This is an optimization exercise on Yosys and OpenROAD, whose aim is small area, a short achievable clock period and few clock cycles per item, not a production implementation.
The RTL was checked by simulation tests, not by an equivalence proof against the original design.

Design decimal_text_to_int_parser, start of the top module:
module decimal_text_to_int_parser (
	input  wire logic  clk,
	input  wire logic  arst_n,
	input  wire logic  cfg_we,
	input  wire logic  cfg_wdata,
	input  wire logic        in_valid,
	output logic             in_ready,
	input  wire logic [7:0]  in_char,
	input  wire logic        in_last,
	output logic             out_valid,
	input  wire logic        out_ready,
	output logic [31:0]      out_value
);
	logic       av_q, bv_q;      
	logic       al_q, bl_q;
	logic [3:0] ac_q, bc_q;
	logic       rdy_q;
	logic [3:0] in_code;
	logic       accept;
	always_comb begin
		if (in_char[7:4] == 4'h3 && in_char[3:0] <= 4'd9)
			in_code = in_char[3:0];
		else if (in_char == 8'h2D)
			in_code = dtip_pkg::C_MINUS;
		else if (in_char == 8'h2B)
			in_code = dtip_pkg::C_PLUS;
		else if (in_char == 8'h45)
			in_code = dtip_pkg::C_E;
		else
			in_code = dtip_pkg::C_OTHER;
	end
	assign in_ready = rdy_q;
	assign accept   = in_valid && rdy_q;
	logic        exp_en_q;
	logic        fresh_q;    
	logic [2:0]  phase_q;    
	logic        neg_q;
	logic        sat_q;
	logic [3:0]  exp_q;      
	logic        eneg_q;
	logic [3:0]  nsig_q;     
	logic        mval_q;     
  ...
For scale: about 980 cells after synthesis, about 49 I/O pins.
==> flow/config.mk <==
export PLATFORM = sky130hd
export DESIGN_NAME = decimal_text_to_int_parser
export DESIGN_NICKNAME = decimal_text_to_int_parser
export VERILOG_FILES = /design/flow/design.v
export SDC_FILE = /design/flow/constraint.sdc
export NUM_CORES = 4
export LEC_CHECK = 0
export ABC_AREA = 1
export CAP_MARGIN = 20
export CORE_MARGIN = 2
export CORE_UTILIZATION = 40
export SETUP_SLACK_MARGIN = 5
export SLEW_MARGIN = 20
==> flow/constraint.sdc <==
create_clock -name core_clock -period 10.0 [get_ports {clk}]
set_input_delay 2.0000 -clock core_clock [delete_from_list [all_inputs] [get_ports {clk}]]
set_output_delay 2.0000 -clock core_clock [all_outputs]
set_load 0.01 [all_outputs]
run.sh (not shown) runs the stock make flow with config.mk's settings and CLKGATE_MAP_FILE= SYNTH_SCRIPT=/design/flow/synth_recipe.tcl, a recipe that flattens the netlist after the stock synthesis.
The baseline finished clean.
Testbench counts at the start, summed over its fixed seeds: cycles 15,027, strings 2,400.
Change:
Settings changed: ABC_AREA 1 to unset, CORE_UTILIZATION 40 to 65, PLACE_DENSITY set to 0.8.
Outcome: The new run completed with no timing, DRC or antenna violations; hold slack got worse by 0.019 ns; die area drops by 35%; sequential cell count does not change; wire length is higher by 6.5%; non-clock buffer count drops by 37; synthesized cell count went down by 6.4%; via count grows by 3.8%; synthesized area rose by 4.5%; clock-buffer cell count drops by 3.


decimal_text_to_int_parser again, from the RTL that the note above started with.
==> flow/config.mk <==
export PLATFORM = sky130hd
export DESIGN_NAME = decimal_text_to_int_parser
export DESIGN_NICKNAME = decimal_text_to_int_parser
export VERILOG_FILES = /design/flow/design.v
export SDC_FILE = /design/flow/constraint.sdc
export NUM_CORES = 4
export LEC_CHECK = 0
export CAP_MARGIN = 20
export CORE_MARGIN = 2
export CORE_UTILIZATION = 40
export CTS_BUF_LIST = sky130_fd_sc_hd__clkbuf_2 sky130_fd_sc_hd__clkbuf_4 sky130_fd_sc_hd__clkbuf_8
export SLEW_MARGIN = 20
==> flow/constraint.sdc <==
create_clock -name core_clock -period 10.0 [get_ports {clk}]
set_input_delay 2.0000 -clock core_clock [delete_from_list [all_inputs] [get_ports {clk}]]
set_output_delay 2.0000 -clock core_clock [all_outputs]
set_load 0.01 [all_outputs]
standard.sh (not shown) runs the stock make flow with config.mk's settings and CLKGATE_MAP_FILE= SYNTH_SCRIPT=/design/flow/synth_recipe.tcl, a recipe that flattens the netlist after the stock synthesis.
==> flow/flow/run.sh <==
#!/bin/bash
set -euo pipefail
MARGIN=$(cat flow/margin.txt)
export BUFFER_PORTS_ARGS="-buffer_cell sky130_fd_sc_hd__buf_1"
sed "s/\"\\\${@:-finish}\"/SETUP_SLACK_MARGIN=${MARGIN} \"\${@:-finish}\"/" standard.sh > standard_margin.sh
grep -q "SETUP_SLACK_MARGIN=${MARGIN}" standard_margin.sh
bash standard_margin.sh > flow_make.log 2>&1
==> flow/flow/margin.txt <==
5.15
Testbench counts at the start, summed over its fixed seeds: cycles 15,027, strings 2,400.
==> next run, changes <==
==> flow/flow/margin.txt (replaced) <==
5.3
- CORE_UTILIZATION: 40 -> 30
Effect: Wire length climbs by 0.38%. Worst setup slack gains 0.19 ns. First-iteration DRC count drops by 4.1%.
==> next run, changes <==
==> flow/flow/margin.txt (replaced) <==
5.6
- CORE_UTILIZATION: 30 -> 40
Effect:
- final area increases by a few percent
- core utilization increases by 13 points
- setup slack gains 0.031 ns
- die area decreases by a quarter to a third
- global-route usage increases by 4.7 points
- via count increases slightly
- hold slack loses 0.0082 ns
- flip-flop and latch count is unchanged


Starting RTL as in the previous note.
==> flow/config.mk <==
export PLATFORM = sky130hd
export DESIGN_NAME = decimal_text_to_int_parser
export DESIGN_NICKNAME = decimal_text_to_int_parser
export VERILOG_FILES = /design/flow/design.v
export SDC_FILE = /design/flow/constraint.sdc
export NUM_CORES = 4
export LEC_CHECK = 0
export CAP_MARGIN = 20
export CORE_MARGIN = 2
export CORE_UTILIZATION = 40
export CTS_BUF_LIST = sky130_fd_sc_hd__clkbuf_2 sky130_fd_sc_hd__clkbuf_4 sky130_fd_sc_hd__clkbuf_8
export SETUP_SLACK_MARGIN = 5
export SLEW_MARGIN = 20
==> flow/constraint.sdc <==
create_clock -name core_clock -period 10.0 [get_ports {clk}]
set_input_delay 2.0000 -clock core_clock [delete_from_list [all_inputs] [get_ports {clk}]]
set_output_delay 2.0000 -clock core_clock [all_outputs]
set_load 0.01 [all_outputs]
run.sh (not shown) runs the stock make flow with config.mk's settings and CLKGATE_MAP_FILE= SYNTH_SCRIPT=/design/flow/synth_recipe.tcl, a recipe that flattens the netlist after the stock synthesis.
Stock flow here: none of the scripts above is used.
Testbench counts at the start, summed over its fixed seeds: cycles 15,027, strings 2,400.
Rerun with:
==> flow/flow/run.sh (new file) <==
#!/bin/bash
set -euo pipefail
MARGIN=$(cat flow/margin.txt)
sed "s/\"\\\${@:-finish}\"/SETUP_SLACK_MARGIN=${MARGIN} \"\${@:-finish}\"/" standard.sh > standard_margin.sh
grep -q "SETUP_SLACK_MARGIN=${MARGIN}" standard_margin.sh
bash standard_margin.sh > flow_make.log 2>&1
==> flow/flow/margin.txt (new file) <==
6.7
==> flow/standard.sh (new file) <==
#!/bin/bash
# synth_recipe.tcl (not shown) runs the flow's synth.tcl, then flattens the netlist and writes it again
# the make line also repeats each setting of config.mk as NAME=value (left out here)
make -C /OpenROAD-flow-scripts/flow DESIGN_CONFIG=/design/flow/config.mk WORK_HOME=/design/flow/orfs CLKGATE_MAP_FILE= SYNTH_SCRIPT=/design/flow/synth_recipe.tcl "${@:-finish}"
CTS_BUF_LIST = unset   (was sky130_fd_sc_hd__clkbuf_2 sky130_fd_sc_hd__clkbuf_4 sky130_fd_sc_hd__clkbuf_8)
SETUP_SLACK_MARGIN = unset   (was 5)
removed: flow/run.sh
After rerunning:
- wire length grows by 26%
- sequential share of layout area is lower by 4.6 points
- first-iteration DRC count came out higher by 45%
- worst setup slack improves by 0.17 ns
Rerun with:
--- a/flow/flow/run.sh
+++ b/flow/flow/run.sh
@@ -3,2 +3,3 @@
 MARGIN=$(cat flow/margin.txt)
+export BUFFER_PORTS_ARGS="-buffer_cell sky130_fd_sc_hd__buf_1"
 sed "s/\"\\\${@:-finish}\"/SETUP_SLACK_MARGIN=${MARGIN} \"\${@:-finish}\"/" standard.sh > standard_margin.sh
==> flow/flow/margin.txt (replaced) <==
5.3
CTS_BUF_LIST = sky130_fd_sc_hd__clkbuf_2 sky130_fd_sc_hd__clkbuf_4 sky130_fd_sc_hd__clkbuf_8   (was unset)
Outcome: Worst hold slack loses 0.017 ns. Synthesized cell count does not change. Worst setup slack gains 0.071 ns. Final cell count came out lower by 9.8%.
Rerun with:
CORE_UTILIZATION = 20   (was 40)
Critical path depth stays the same.
Non-clock buffer count shrinks by 6.
Core utilization shrinks by 22 points.
Sequential share of layout area shrinks by 0.86 points.
Maximum frequency shrinks by 0.64%.
First-iteration DRC count shrinks by about 24%.
Rerun with:
--- a/flow/flow/run.sh
+++ b/flow/flow/run.sh
@@ -3,3 +3,2 @@
 MARGIN=$(cat flow/margin.txt)
-export BUFFER_PORTS_ARGS="-buffer_cell sky130_fd_sc_hd__buf_1"
 sed "s/\"\\\${@:-finish}\"/SETUP_SLACK_MARGIN=${MARGIN} \"\${@:-finish}\"/" standard.sh > standard_margin.sh
==> flow/flow/margin.txt (replaced) <==
6.0
CORE_UTILIZATION = 40   (was 20)
CTS_BUF_LIST = unset   (was sky130_fd_sc_hd__clkbuf_2 sky130_fd_sc_hd__clkbuf_4 sky130_fd_sc_hd__clkbuf_8)
Outcome: Critical path depth climbs by 1. Clock skew drops by 0.0059 ns. First-iteration DRC count climbs by 34%.

-- static timing again, ports no longer ideal --
The flow's constraints put no driver on any port. The routed layouts listed below were extracted and timed again, unchanged, in two steps.
Step 1: set_driving_cell puts a clkbuf_16 on clk and a buf_2 on each other input, an assumption about the parent block.
Step 2 also shifts input and output timing later by t, the mid clock arrival at the registers, as if the neighbouring blocks saw the same clock.
a / b / c = no drivers / after step 1 / after step 2; a / b = the first two.
| run | shift t [ns] | slack for setup (ns) | worst setup path at the end |
|---|---|---|---|
| the first run of note 1 | 0.382 | 4.809 / 4.809 / 4.809 | register to register |
| the second run of note 1 | 0.378 | 5.106 / 5.106 / 4.872 | input to register |
| the first run of note 2 | 0.412 | 5.232 / 5.232 / 5.029 | input to register |
| the second run of note 2 | 0.405 | 5.423 / 5.423 / 5.244 | input to register |
| the third run of note 2 | 0.392 | 5.454 / 5.454 / 5.454 | register to register |
| the first run of note 3 | 0.405 | 5.208 / 5.208 / 4.919 | input to register |
| the second run of note 3 | 0.380 | 5.378 / 5.378 / 5.378 | register to register |
| the third run of note 3 | 0.397 | 5.449 / 5.449 / 5.263 | input to register |
| the fourth run of note 3 | 0.415 | 5.420 / 5.419 / 5.038 | input to register |
| the fifth run of note 3 | 0.374 | 5.401 / 5.401 / 5.401 | register to register |
After both steps setup and hold are still met in every run listed. For the fourth run of note 3, which loses most, drivers alone change the setup slack by -0.001 ns; drivers and shift together by -0.382 ns.
